Source: an optimization exercise on an open RTL-to-GDS flow (aim: small area and few clock cycles per item). Production flows keep margins and buffers that such runs may drop.
At most, simulation tests tie the RTL to the original design; equivalence was not proved.
Power is estimated from default activity; no workload was simulated. The clock port is modelled as an ideal driver; clocking choices that lean on that would not hold on a real chip.

==> flow/design.v <==
`timescale 1ns/1ps
`default_nettype none
module memSubsystemTop (
    input  logic        clk,
    input  logic        reset,
    input  logic        inValid,
    output logic        inReady,
    input  logic        inWrite,
    input  logic        inPoison,
    input  logic [3:0]  inByteMask,
    input  logic [15:0] inAddr,
    input  logic [31:0] inData,
    input  logic        rspStall,
    output logic        rspValid,
    output logic [31:0] rspData,
    output logic [3:0]  rspParityErr
);
    localparam int QDEPTH = 2;
    logic [31:0] mem    [16];
    logic [3:0]  poison [16];
    logic [3:0]  qAddr  [QDEPTH];
    logic        qValid [QDEPTH];
    logic        stallQ;
    logic        pop;
    logic        conflict;
    logic        full;
    logic        accept;
    logic        doWrite;
    logic        doRead;
    logic [3:0]  addr;
    assign addr     = inAddr[3:0];
    assign rspValid = qValid[0] && !stallQ;
    assign pop      = rspValid;
    always_comb begin
        conflict = 1'b0;
        for (int i = 0; i < QDEPTH; i++) begin
            if (qValid[i] && qAddr[i] == addr && !(i == 0 && pop)) conflict = 1'b1;
        end
    end
    assign full    = qValid[QDEPTH-1] && !pop;
    assign inReady = inWrite ? !conflict : !full;
    assign accept  = inValid && inReady && !reset;
    assign doWrite = accept && inWrite;
    assign doRead  = accept && !inWrite;
    always_ff @(posedge clk) begin
        for (int w = 0; w < 16; w++) begin
            for (int b = 0; b < 4; b++) begin
                if (doWrite && addr == 4'(w) && inByteMask[b]) begin
                    mem[w][b*8 +: 8] <= inData[b*8 +: 8];
                    poison[w][b]     <= inPoison;
                end
            end
        end
    end
    always_ff @(posedge clk) begin
        stallQ <= rspStall;
    end
    always_ff @(posedge clk) begin
        if (reset) begin
            for (int i = 0; i < QDEPTH; i++) qValid[i] <= 1'b0;
        end else begin
            for (int i = 0; i < QDEPTH; i++) begin
                logic       v;
                logic       vPrev;
                v     = pop ? ((i + 1 < QDEPTH) ? qValid[i+1] : 1'b0) : qValid[i];
                vPrev = (i == 0) ? 1'b1 : (pop ? qValid[i] : qValid[i-1]);
                qValid[i] <= v || (doRead && vPrev && !v);
            end
        end
    end
    always_ff @(posedge clk) begin
        for (int i = 0; i < QDEPTH; i++) begin
            logic       v;
            logic       vPrev;
            v     = pop ? ((i + 1 < QDEPTH) ? qValid[i+1] : 1'b0) : qValid[i];
            vPrev = (i == 0) ? 1'b1 : (pop ? qValid[i] : qValid[i-1]);
            if (doRead && vPrev && !v) qAddr[i] <= addr;
            else if (pop && i + 1 < QDEPTH) qAddr[i] <= qAddr[(i + 1 < QDEPTH) ? i + 1 : i];
        end
    end
    assign rspData      = mem[qAddr[0]];
    assign rspParityErr = poison[qAddr[0]];
endmodule
`default_nettype wire
Settings: LEC_CHECK=0, ABC_AREA=1, CAP_MARGIN=20, CORE_MARGIN=2, CORE_UTILIZATION=70, CTS_BUF_LIST=sky130_fd_sc_hd__clkbuf_16, CTS_CLUSTER_DIAMETER=100, CTS_CLUSTER_SIZE=30, PLACE_DENSITY=0.8, SLEW_MARGIN=20; clock period 5.0 ns.
standard.sh (not shown) runs the stock make flow with config.mk's settings and CLKGATE_MAP_FILE= SYNTH_SCRIPT=/design/flow/synth_recipe.tcl, a recipe that flattens the netlist after the stock synthesis.
==> flow/flow/run.sh <==
#!/bin/bash
# The standard layout (the standard.sh, config.mk and make variables), with these changes:
#  - ABC maps the logic with an area-oriented script (flow/area.abc); registers are untouched
#  - the clock tree is built without dummy loads
#  - the port buffers are buf_1 cells instead of delay buffers
set -euo pipefail
HERE=$(pwd)
# The standard flow's synthesis script with the abc override prepended
{ cat "$HERE/flow/synth.tcl"; tail -n +2 "$HERE/synth_recipe.tcl"; } > "$HERE/own_synth.tcl"
sed -e "s#SYNTH_SCRIPT=[^ ]*#SYNTH_SCRIPT=$HERE/own_synth.tcl#" "$HERE/standard.sh" > "$HERE/own_standard.sh"
export OWN_ABC_SCRIPT="$HERE/flow/area.abc"
export BUFFER_PORTS_ARGS="-buffer_cell sky130_fd_sc_hd__buf_1"
export CTS_ARGS="-sink_clustering_enable -repair_clock_nets -dont_use_dummy_load -buf_list sky130_fd_sc_hd__clkbuf_16 -sink_clustering_size 30 -sink_clustering_max_diameter 100"
bash "$HERE/own_standard.sh" finish > "$HERE/flow_make.log" 2>&1
==> flow/flow/area.abc <==
strash
dch
amap
==> flow/flow/synth.tcl <==
# The standard flow's synthesis script, with ABC's technology mapping done by area.abc (area-oriented amap).
proc synth {args} { yosys synth -nofsm -noshare {*}$args }
proc abc {args} {
  set i [lsearch -exact $args -script]
  if { $i >= 0 } { set args [lreplace $args $i [expr {$i + 1}] -script $::env(OWN_ABC_SCRIPT)] }
  yosys abc {*}$args
}
Testbench counts at the start, summed over its fixed seeds: cycles 3,330, items 3,200.
Next try:
--- a/flow/design.v
+++ b/flow/design.v
@@ -16,5 +16,5 @@
     output logic [3:0]  rspParityErr
 );
-    localparam int QDEPTH = 2;
+    localparam int QDEPTH = 3;
     logic [31:0] mem    [16];
     logic [3:0]  poison [16];
After rerunning: The new run finished clean. Maximum frequency goes down slightly. Die area grows slightly. Clock-buffer cell count does not change. Setup slack degrades by 19 ps. Final area rose slightly. Critical path depth stays the same. Routed wire length rises by a few percent. Core utilization climbs by 0.37 points. Worst hold slack stays flat.
Testbench counts after the change, summed over its fixed seeds: cycles 3,301, items 3,200.

* * *

// memSubsystemTop: RTL as listed in full above, without the edits since
clock: 5.0 ns
lec_check: 0
abc_area: 1
cap_margin: 20
core_margin: 2
core_utilization: 70
cts_buf_list: sky130_fd_sc_hd__clkbuf_8
cts_cluster_diameter: 60
cts_cluster_size: 18
place_density: 0.8
slew_margin: 20
==> flow/flow/run.sh <==
#!/bin/bash
# The standard layout (the standard.sh, config.mk and make variables), with these changes:
#  - ABC maps the logic with an area-oriented script (flow/area.abc); registers are untouched
#  - the clock tree is built without dummy loads
#  - the port buffers are buf_1 cells instead of delay buffers
set -euo pipefail
HERE=$(pwd)
# The standard flow's synthesis script with the abc override prepended
{ cat "$HERE/flow/synth.tcl"; tail -n +2 "$HERE/synth_recipe.tcl"; } > "$HERE/own_synth.tcl"
sed -e "s#SYNTH_SCRIPT=[^ ]*#SYNTH_SCRIPT=$HERE/own_synth.tcl#" "$HERE/standard.sh" > "$HERE/own_standard.sh"
export OWN_ABC_SCRIPT="$HERE/flow/area.abc"
export BUFFER_PORTS_ARGS="-buffer_cell sky130_fd_sc_hd__buf_1"
export CTS_ARGS="-sink_clustering_enable -repair_clock_nets -dont_use_dummy_load -buf_list sky130_fd_sc_hd__clkbuf_8 -sink_clustering_size 18 -sink_clustering_max_diameter 60"
bash "$HERE/own_standard.sh" finish > "$HERE/flow_make.log" 2>&1
Scripts as last shown in full above: flow/flow/area.abc, flow/flow/synth.tcl
Testbench counts at the start, summed over its fixed seeds: cycles 3,330, items 3,200.
Change:
--- a/flow/design.v
+++ b/flow/design.v
@@ -78,7 +78,13 @@
             else if (pop && i + 1 < QDEPTH) qAddr[i] <= qAddr[(i + 1 < QDEPTH) ? i + 1 : i];
         end
     end
-    assign rspData      = mem[qAddr[0]];
-    assign rspParityErr = poison[qAddr[0]];
+    logic [3:0] headHi;
+    always_ff @(posedge clk) begin
+        if (doRead && !(pop ? qValid[1] : qValid[0])) headHi <= addr;
+        else if (pop) headHi <= qAddr[1];
+    end
+    assign rspData[15:0]  = mem[qAddr[0]][15:0];
+    assign rspData[31:16] = mem[headHi][31:16];
+    assign rspParityErr   = {poison[headHi][3:2], poison[qAddr[0]][1:0]};
 endmodule
 `default_nettype wire
Worst hold slack is better by 0.0086 ns.
Utilization went up by 0.21 points.
Setup slack gains 0.19 ns.
Routed wire length went up by a few percent.
Design area went up slightly.
Die area stays flat.
Flip-flop and latch count stays the same.
Global-route usage came out higher by 0.97 points.
Total power went up slightly.
First-iteration DRC count climbs by a few percent.
Clock-buffer cell count climbs by 1.
Clock power is about the same.
Register-to-register slack gains 0.35 ns.
The RTL of the second run of this note was laid out without a check of its function.

afterwards: timing with drivers on the ports:
No port has a modelled driver above. Below, the same layouts with a new extraction and two added sets of constraints.
Step 1, drivers: a clkbuf_16 drives clk and a buf_2 each remaining input, both assumed.
Step 2 adds t to the input delays and takes it off the output delays; t is the mean of the earliest and latest rising clock arrival at the registers after step 1. Input paths then give back, and output paths get back, about the clock's delay inside the block.
Slacks: ideal / step 1 / step 2; pairs: ideal / step 1.
run | shift t [ns] | setup slack, ns | hold slack, ns
the first run of note 1 | 0.603 | 0.291 / 0.239 / 0.504 | 0.525 / 0.497 / 0.596
the second run of note 1 | 0.605 | 0.271 / 0.218 / 0.279 | 0.524 / 0.493 / 0.612
the first run of note 2 | 0.615 | 0.283 / 0.234 / 0.534 | 0.515 / 0.488 / 0.596
the second run of note 2 | 0.613 | 0.471 / 0.423 / 0.778 | 0.523 / 0.497 / 0.602
After both steps setup and hold are still met in every run listed.
